Source: an optimization exercise on an open RTL-to-GDS flow (aim: small area). Production flows keep margins and buffers that such runs may drop. RTL that was checked went through simulation tests only; none was proved equivalent to the original. No activity file was given, so power comes from the tool's default toggle rates.

==> module rpc_bit, before the edit <==
module rpc_bit
(
  input  logic en, x,
  output logic y
);
  assign y = en & x;
endmodule
==> module branch_resolve, before the edit <==
module branch_resolve
(
  input  rv64_isa_pkg::xlen_t   pc_i,
  input  rv64_isa_pkg::xlen_t   rs1_val_i,
  input  rv64_isa_pkg::xlen_t   rs2_val_i,
  input  rv64_isa_pkg::inst_t   inst_i,
  input  logic    is_branch_i,
  input  logic    is_jalr_i,
  input  logic    predict_taken_i,
  output logic    redirect_o,
  output rv64_isa_pkg::xlen_t   redirect_pc_o
);
  rv64_isa_pkg::funct3_t f3;
  logic eq_n, ltu_n, lt, cmp, taken, go_pc, jn, tgt, j, s, c13, cx;
  rv64_isa_pkg::xlen_t sum;
  logic [12:0] a_lo, b_lo, s_lo;
  logic [50:0] a_hi, ax_hi, l_hi, s_hi;
  logic [6:0]  grp, bp;
  assign f3 = inst_i[14:12];
  cmp64 u_cmp (.a_i (rs1_val_i), .b_i (rs2_val_i), .eq_n_o (eq_n), .ltu_n_o (ltu_n));
  assign lt    = !ltu_n ^ (!f3[1] && (rs1_val_i[63] ^ rs2_val_i[63]));
  assign cmp   = f3[2] ? lt : !eq_n;
  assign taken = is_branch_i && (f3[2] || !f3[1]) && (cmp ^ f3[0]);
  assign j          = is_jalr_i;
  assign redirect_o = j || (predict_taken_i ^ taken);
  assign go_pc      = !j && (predict_taken_i ^ taken);
  assign jn         = !j;
  assign tgt        = !j && !predict_taken_i;
  assign b_lo = ({13{j}} & {inst_i[31], inst_i[31:20]}) |
                ({13{tgt}} & {inst_i[31], inst_i[7], inst_i[30:25], inst_i[11:8], 1'b0}) |
                {10'b0, jn && predict_taken_i, 2'b0};
  assign s = (j || tgt) && inst_i[31];
  for (genvar i = 0; i < 13; i++) begin : g_alo
    amux_bit u (.j (j), .r (rs1_val_i[i]), .g (jn), .p (pc_i[i]), .y (a_lo[i]));
  end
  add_lo u_add_lo (.a_i (a_lo), .b_i (b_lo), .s_o (s_lo), .c_o (c13));
  for (genvar i = 0; i < 51; i++) begin : g_ahi
    ahi_bit u (.j (j), .r (rs1_val_i[13+i]), .g (jn), .p (pc_i[13+i]), .s (s),
               .a (a_hi[i]), .ax (ax_hi[i]));
  end
  for (genvar i = 0; i < 51; i++) begin : g_lhi
    if (i % 8 == 0) begin : g_first
      assign l_hi[i] = 1'b1;
    end else begin : g_next
      assign l_hi[i] = l_hi[i-1] & ax_hi[i-1];
    end
  end
  for (genvar k = 0; k < 7; k++) begin : g_grp
    if (k < 6) begin : g_full
      assign grp[k] = l_hi[8*k+7] & ax_hi[8*k+7];
    end else begin : g_last
      assign grp[k] = 1'b0;
    end
  end
  assign cx = c13 ^ s;
  assign bp[0] = cx;
  for (genvar k = 1; k < 7; k++) begin : g_bp
    assign bp[k] = bp[k-1] & grp[k-1];
  end
  for (genvar i = 0; i < 51; i++) begin : g_shi
    shi_bit u (.a (a_hi[i]), .bp (bp[i/8]), .l (l_hi[i]), .y (s_hi[i]));
  end
  assign sum = {s_hi, s_lo};
  for (genvar i = 0; i < 64; i++) begin : g_rpc
    rpc_bit u (.en ((i == 0) ? go_pc : redirect_o), .x (sum[i]), .y (redirect_pc_o[i]));
  end
endmodule
export LEC_CHECK = 0
export CAP_MARGIN = 20
export CORE_AREA = 5 5 295 295
export DIE_AREA = 0 0 300 300
export SLEW_MARGIN = 20
export SYNTH_HIERARCHICAL = 1
export SYNTH_MINIMUM_KEEP_SIZE = 0
create_clock -name core_clock -period 12.0 [get_ports {clk_i}]
standard.sh (not shown) runs the stock make flow with config.mk's settings and CLKGATE_MAP_FILE= SYNTH_SCRIPT=/design/flow/synth_recipe.tcl, a recipe that flattens the netlist after the stock synthesis.
==> flow/flow/run.sh <==
#!/bin/bash
# Standard layout (the standard.sh, standard synthesis unchanged) with:
#  - port buffers made from the smallest buffer cell,
#  - a clock tree of smaller clock buffers without dummy loads,
#  - gates off the critical paths downsized after global placement, before
#    the standard repair_design of the resize step.
set -e -o pipefail
export BUFFER_PORTS_ARGS="-buffer_cell sky130_fd_sc_hd__buf_1"
export CTS_ARGS="-sink_clustering_enable -repair_clock_nets -dont_use_dummy_load -buf_list {sky130_fd_sc_hd__clkbuf_4 sky130_fd_sc_hd__clkbuf_8}"
export GPL_KEEP_OVERFLOW=0
export PRE_RESIZE_TCL=$PWD/flow/pre_resize.tcl
bash standard.sh > standard.log 2>&1
==> flow/flow/pre_resize.tcl <==
# Downsize gates with timing slack (same footprint only); repair_design in
# the resize step then fixes any slew or capacitance this leaves.
estimate_parasitics -placement
set_dont_use $::env(DONT_USE_CELLS)
report_design_area
repair_timing -recover_power 100 -match_cell_footprint -verbose
report_design_area
report_wns
The starting point finished clean.
Change:
--- a/flow/design.v
+++ b/flow/design.v
@@ -292,11 +292,4 @@
   assign c_o = c[13];
 endmodule
-module rpc_bit
-(
-  input  logic en, x,
-  output logic y
-);
-  assign y = en & x;
-endmodule
 module branch_resolve
 (
@@ -312,6 +305,5 @@
 );
   rv64_isa_pkg::funct3_t f3;
-  logic eq_n, ltu_n, lt, cmp, taken, go_pc, jn, tgt, j, s, c13, cx;
-  rv64_isa_pkg::xlen_t sum;
+  logic eq_n, ltu_n, lt, cmp, taken, go_pc, go_seq, go_tgt, j, s, c13, cx;
   logic [12:0] a_lo, b_lo, s_lo;
   logic [50:0] a_hi, ax_hi, l_hi, s_hi;
@@ -325,16 +317,16 @@
   assign redirect_o = j || (predict_taken_i ^ taken);
   assign go_pc      = !j && (predict_taken_i ^ taken);
-  assign jn         = !j;
-  assign tgt        = !j && !predict_taken_i;
+  assign go_seq     = go_pc && predict_taken_i;
+  assign go_tgt     = go_pc && !predict_taken_i;
   assign b_lo = ({13{j}} & {inst_i[31], inst_i[31:20]}) |
-                ({13{tgt}} & {inst_i[31], inst_i[7], inst_i[30:25], inst_i[11:8], 1'b0}) |
-                {10'b0, jn && predict_taken_i, 2'b0};
-  assign s = (j || tgt) && inst_i[31];
+                ({13{go_tgt}} & {inst_i[31], inst_i[7], inst_i[30:25], inst_i[11:8], 1'b0}) |
+                {10'b0, go_seq, 2'b0};
+  assign s = (j || go_tgt) && inst_i[31];
   for (genvar i = 0; i < 13; i++) begin : g_alo
-    amux_bit u (.j (j), .r (rs1_val_i[i]), .g (jn), .p (pc_i[i]), .y (a_lo[i]));
+    amux_bit u (.j (j), .r (rs1_val_i[i]), .g (go_pc), .p (pc_i[i]), .y (a_lo[i]));
   end
   add_lo u_add_lo (.a_i (a_lo), .b_i (b_lo), .s_o (s_lo), .c_o (c13));
   for (genvar i = 0; i < 51; i++) begin : g_ahi
-    ahi_bit u (.j (j), .r (rs1_val_i[13+i]), .g (jn), .p (pc_i[13+i]), .s (s),
+    ahi_bit u (.j (j), .r (rs1_val_i[13+i]), .g (go_pc), .p (pc_i[13+i]), .s (s),
                .a (a_hi[i]), .ax (ax_hi[i]));
   end
@@ -361,8 +353,5 @@
     shi_bit u (.a (a_hi[i]), .bp (bp[i/8]), .l (l_hi[i]), .y (s_hi[i]));
   end
-  assign sum = {s_hi, s_lo};
-  for (genvar i = 0; i < 64; i++) begin : g_rpc
-    rpc_bit u (.en ((i == 0) ? go_pc : redirect_o), .x (sum[i]), .y (redirect_pc_o[i]));
-  end
+  assign redirect_pc_o = {s_hi, s_lo[12:1], s_lo[0] && !j};
 endmodule
 `timescale 1ns/100ps
Effect: The new run passed the timing, design-rule and antenna checks; die area is unchanged; worst setup slack is worse by 0.67 ns; core utilization climbs by 0.80 points; fmax drops by a few percent; total power hardly moves; synthesized cell count drops by a few percent.
No run of this note included a check of the RTL's function; only the layout flow was run.

* * *

lane 1:
Another version of the RTL of decode_stage (not shown whole).
For scale: ~1700 cells after synthesis, about 850 I/O pins, about 0.015 mm² of cells after synthesis.
==> module ahi_bit, before the edit <==
module ahi_bit
(
  input  logic j, r, g, p, s,
  output logic a, ax
);
  assign a  = (j & r) | (g & p);
  assign ax = a ^ s;
endmodule
==> module shi_bit, before the edit <==
module shi_bit
(
  input  logic a, bp, l,
  output logic y
);
  assign y = a ^ (bp & l);
endmodule
==> module branch_resolve, before the edit <==
module branch_resolve
(
  input  rv64_isa_pkg::xlen_t   pc_i,
  input  rv64_isa_pkg::xlen_t   rs1_val_i,
  input  rv64_isa_pkg::xlen_t   rs2_val_i,
  input  rv64_isa_pkg::inst_t   inst_i,
  input  logic    is_branch_i,
  input  logic    is_jalr_i,
  input  logic    predict_taken_i,
  output logic    redirect_o,
  output rv64_isa_pkg::xlen_t   redirect_pc_o
);
  rv64_isa_pkg::funct3_t f3;
  logic eq, ltu, lt, cmp, taken, go_pc, go_seq, go_tgt, j, s, c13, cx;
  logic [12:0] a_lo, b_lo, s_lo;
  logic [50:0] a_hi, ax_hi, l_hi, s_hi;
  logic [6:0]  grp, bp;
  assign f3 = inst_i[14:12];
  cmp64 u_cmp (.a_i (rs1_val_i), .b_i (rs2_val_i), .eq_o (eq), .ltu_o (ltu));
  assign lt    = ltu ^ (!f3[1] && (rs1_val_i[63] ^ rs2_val_i[63]));
  assign cmp   = f3[2] ? lt : eq;
  assign taken = is_branch_i && (f3[2] || !f3[1]) && (cmp ^ f3[0]);
  assign j          = is_jalr_i;
  assign redirect_o = j || (predict_taken_i ^ taken);
  assign go_pc      = !j && (predict_taken_i ^ taken);
  assign go_seq     = go_pc && predict_taken_i;
  assign go_tgt     = go_pc && !predict_taken_i;
  assign b_lo = ({13{j}} & {inst_i[31], inst_i[31:20]}) |
                ({13{go_tgt}} & {inst_i[31], inst_i[7], inst_i[30:25], inst_i[11:8], 1'b0}) |
                {10'b0, go_seq, 2'b0};
  assign s = (j || go_tgt) && inst_i[31];
  for (genvar i = 0; i < 13; i++) begin : g_alo
    amux_bit u (.j (j), .r (rs1_val_i[i]), .g (go_pc), .p (pc_i[i]), .y (a_lo[i]));
  end
  add_lo u_add_lo (.a_i (a_lo), .b_i (b_lo), .s_o (s_lo), .c_o (c13));
  for (genvar i = 0; i < 51; i++) begin : g_ahi
    ahi_bit u (.j (j), .r (rs1_val_i[13+i]), .g (go_pc), .p (pc_i[13+i]), .s (s),
               .a (a_hi[i]), .ax (ax_hi[i]));
  end
  for (genvar i = 0; i < 51; i++) begin : g_lhi
    if (i % 8 == 0) begin : g_first
      assign l_hi[i] = 1'b1;
    end else begin : g_next
      assign l_hi[i] = l_hi[i-1] & ax_hi[i-1];
    end
  end
  for (genvar k = 0; k < 7; k++) begin : g_grp
    if (k < 6) begin : g_full
      assign grp[k] = l_hi[8*k+7] & ax_hi[8*k+7];
    end else begin : g_last
      assign grp[k] = 1'b0;
    end
  end
  assign cx = c13 ^ s;
  assign bp[0] = cx;
  for (genvar k = 1; k < 7; k++) begin : g_bp
    assign bp[k] = bp[k-1] & grp[k-1];
  end
  for (genvar i = 0; i < 51; i++) begin : g_shi
    shi_bit u (.a (a_hi[i]), .bp (bp[i/8]), .l (l_hi[i]), .y (s_hi[i]));
  end
  assign redirect_pc_o = {s_hi, s_lo[12:1], s_lo[0] && !j};
endmodule
clock: 12.0 ns
lec_check: 0
cap_margin: 20
core_area: 5 5 295 295
die_area: 0 0 300 300
slew_margin: 20
synth_hierarchical: 1
synth_minimum_keep_size: 0
run.sh (not shown) runs the stock make flow with config.mk's settings and CLKGATE_MAP_FILE= SYNTH_SCRIPT=/design/flow/synth_recipe.tcl, a recipe that flattens the netlist after the stock synthesis.
Stock flow here: none of the scripts above is used.
Lane 1 completed every stage of the flow, and the final layout passed the timing, design-rule and antenna checks.
--- input diff lane 1..lane 2 ---
--- a/flow/design.v
+++ b/flow/design.v
@@ -237,15 +237,17 @@
 (
   input  logic j, r, g, p, s,
-  output logic a, ax
+  output logic an, ax
 );
+  logic a;
   assign a  = (j & r) | (g & p);
+  assign an = !a;
   assign ax = a ^ s;
 endmodule
 module shi_bit
 (
-  input  logic a, bp, l,
+  input  logic an, bp, l,
   output logic y
 );
-  assign y = a ^ (bp & l);
+  assign y = an ^ !(bp & l);
 endmodule
 module add_lo
@@ -273,5 +275,5 @@
   logic eq, ltu, lt, cmp, taken, go_pc, go_seq, go_tgt, j, s, c13, cx;
   logic [12:0] a_lo, b_lo, s_lo;
-  logic [50:0] a_hi, ax_hi, l_hi, s_hi;
+  logic [50:0] an_hi, ax_hi, l_hi, s_hi;
   logic [6:0]  grp, bp;
   assign f3 = inst_i[14:12];
@@ -295,5 +297,5 @@
   for (genvar i = 0; i < 51; i++) begin : g_ahi
     ahi_bit u (.j (j), .r (rs1_val_i[13+i]), .g (go_pc), .p (pc_i[13+i]), .s (s),
-               .a (a_hi[i]), .ax (ax_hi[i]));
+               .an (an_hi[i]), .ax (ax_hi[i]));
   end
   for (genvar i = 0; i < 51; i++) begin : g_lhi
@@ -317,5 +319,5 @@
   end
   for (genvar i = 0; i < 51; i++) begin : g_shi
-    shi_bit u (.a (a_hi[i]), .bp (bp[i/8]), .l (l_hi[i]), .y (s_hi[i]));
+    shi_bit u (.an (an_hi[i]), .bp (bp[i/8]), .l (l_hi[i]), .y (s_hi[i]));
   end
   assign redirect_pc_o = {s_hi, s_lo[12:1], s_lo[0] && !j};
--- outcome ---
Lane 2: full flow OK, the timing, design-rule and antenna checks passed
Changes observed in lane 2 relative to lane 1: placed wire-length estimate shows a reduction of about 1.3%; met1 routing resource usage after global routing increased 0.76 points.
Lane 1 reports its library cell contributing the largest single delay on the critical path as a222oi_1 while lane 2 reports or3_1.
Taking lane 1 as the reference, in lane 2 met3 track demand over resource in global routing climbed 0.57 points; routed wire length climbed 1200 µm; met2 wirelength from detailed routing dropped 0.51%; global-route usage barely changed; total design power dropped about 1.8%.
Taking lane 1 as the reference point, the cell area after layout of lane 2 rises by 1.2%.
Sort lane 1 and lane 2 by switching fraction of total power, ascending, and lane 1 comes first.
Looking at worst path setup slack after routing, lane 2 sits 0.042 ns below lane 1.
Compared with lane 1, in lane 2 layout overhead on the synthesized area essentially unchanged; mean cell area of the mapped netlist increased by 1.3% relative to the old numbers.

==> port drivers added, routing unchanged <==
The flow's constraints put no driver on any port. The routed layouts listed below were extracted and timed again, unchanged, in two steps.
Step 1, drivers: a clkbuf_16 drives clk_i and a buf_2 each remaining input, both assumed.
Step 2, shift: input delay + t, output delay - t, t = (earliest + latest rising clock arrival at the registers) / 2. This alone moves slack from input paths to output paths.
Slacks: no drivers / after step 1 / after step 2; pairs: no drivers / after step 1.
run | t, ns | slack for setup (ns) | worst setup path at the end | pins driven straight from the clock port
the first run of note 1 | 0.659 | 0.995 / 0.971 / 0.971 | input to output | 1
the second run of note 1 | 0.666 | 0.327 / 0.203 / 0.203 | input to output | 1
lane 1 | 0.659 | 0.275 / 0.243 / 0.243 | input to output | 1
lane 2 | 0.650 | 0.233 / 0.177 / 0.177 | input to output | 1
After both steps setup and hold are still met in every run listed. The setup slack of the second run of note 1, which loses most, moves by -0.124 ns with the drivers and by -0.124 ns with both steps.
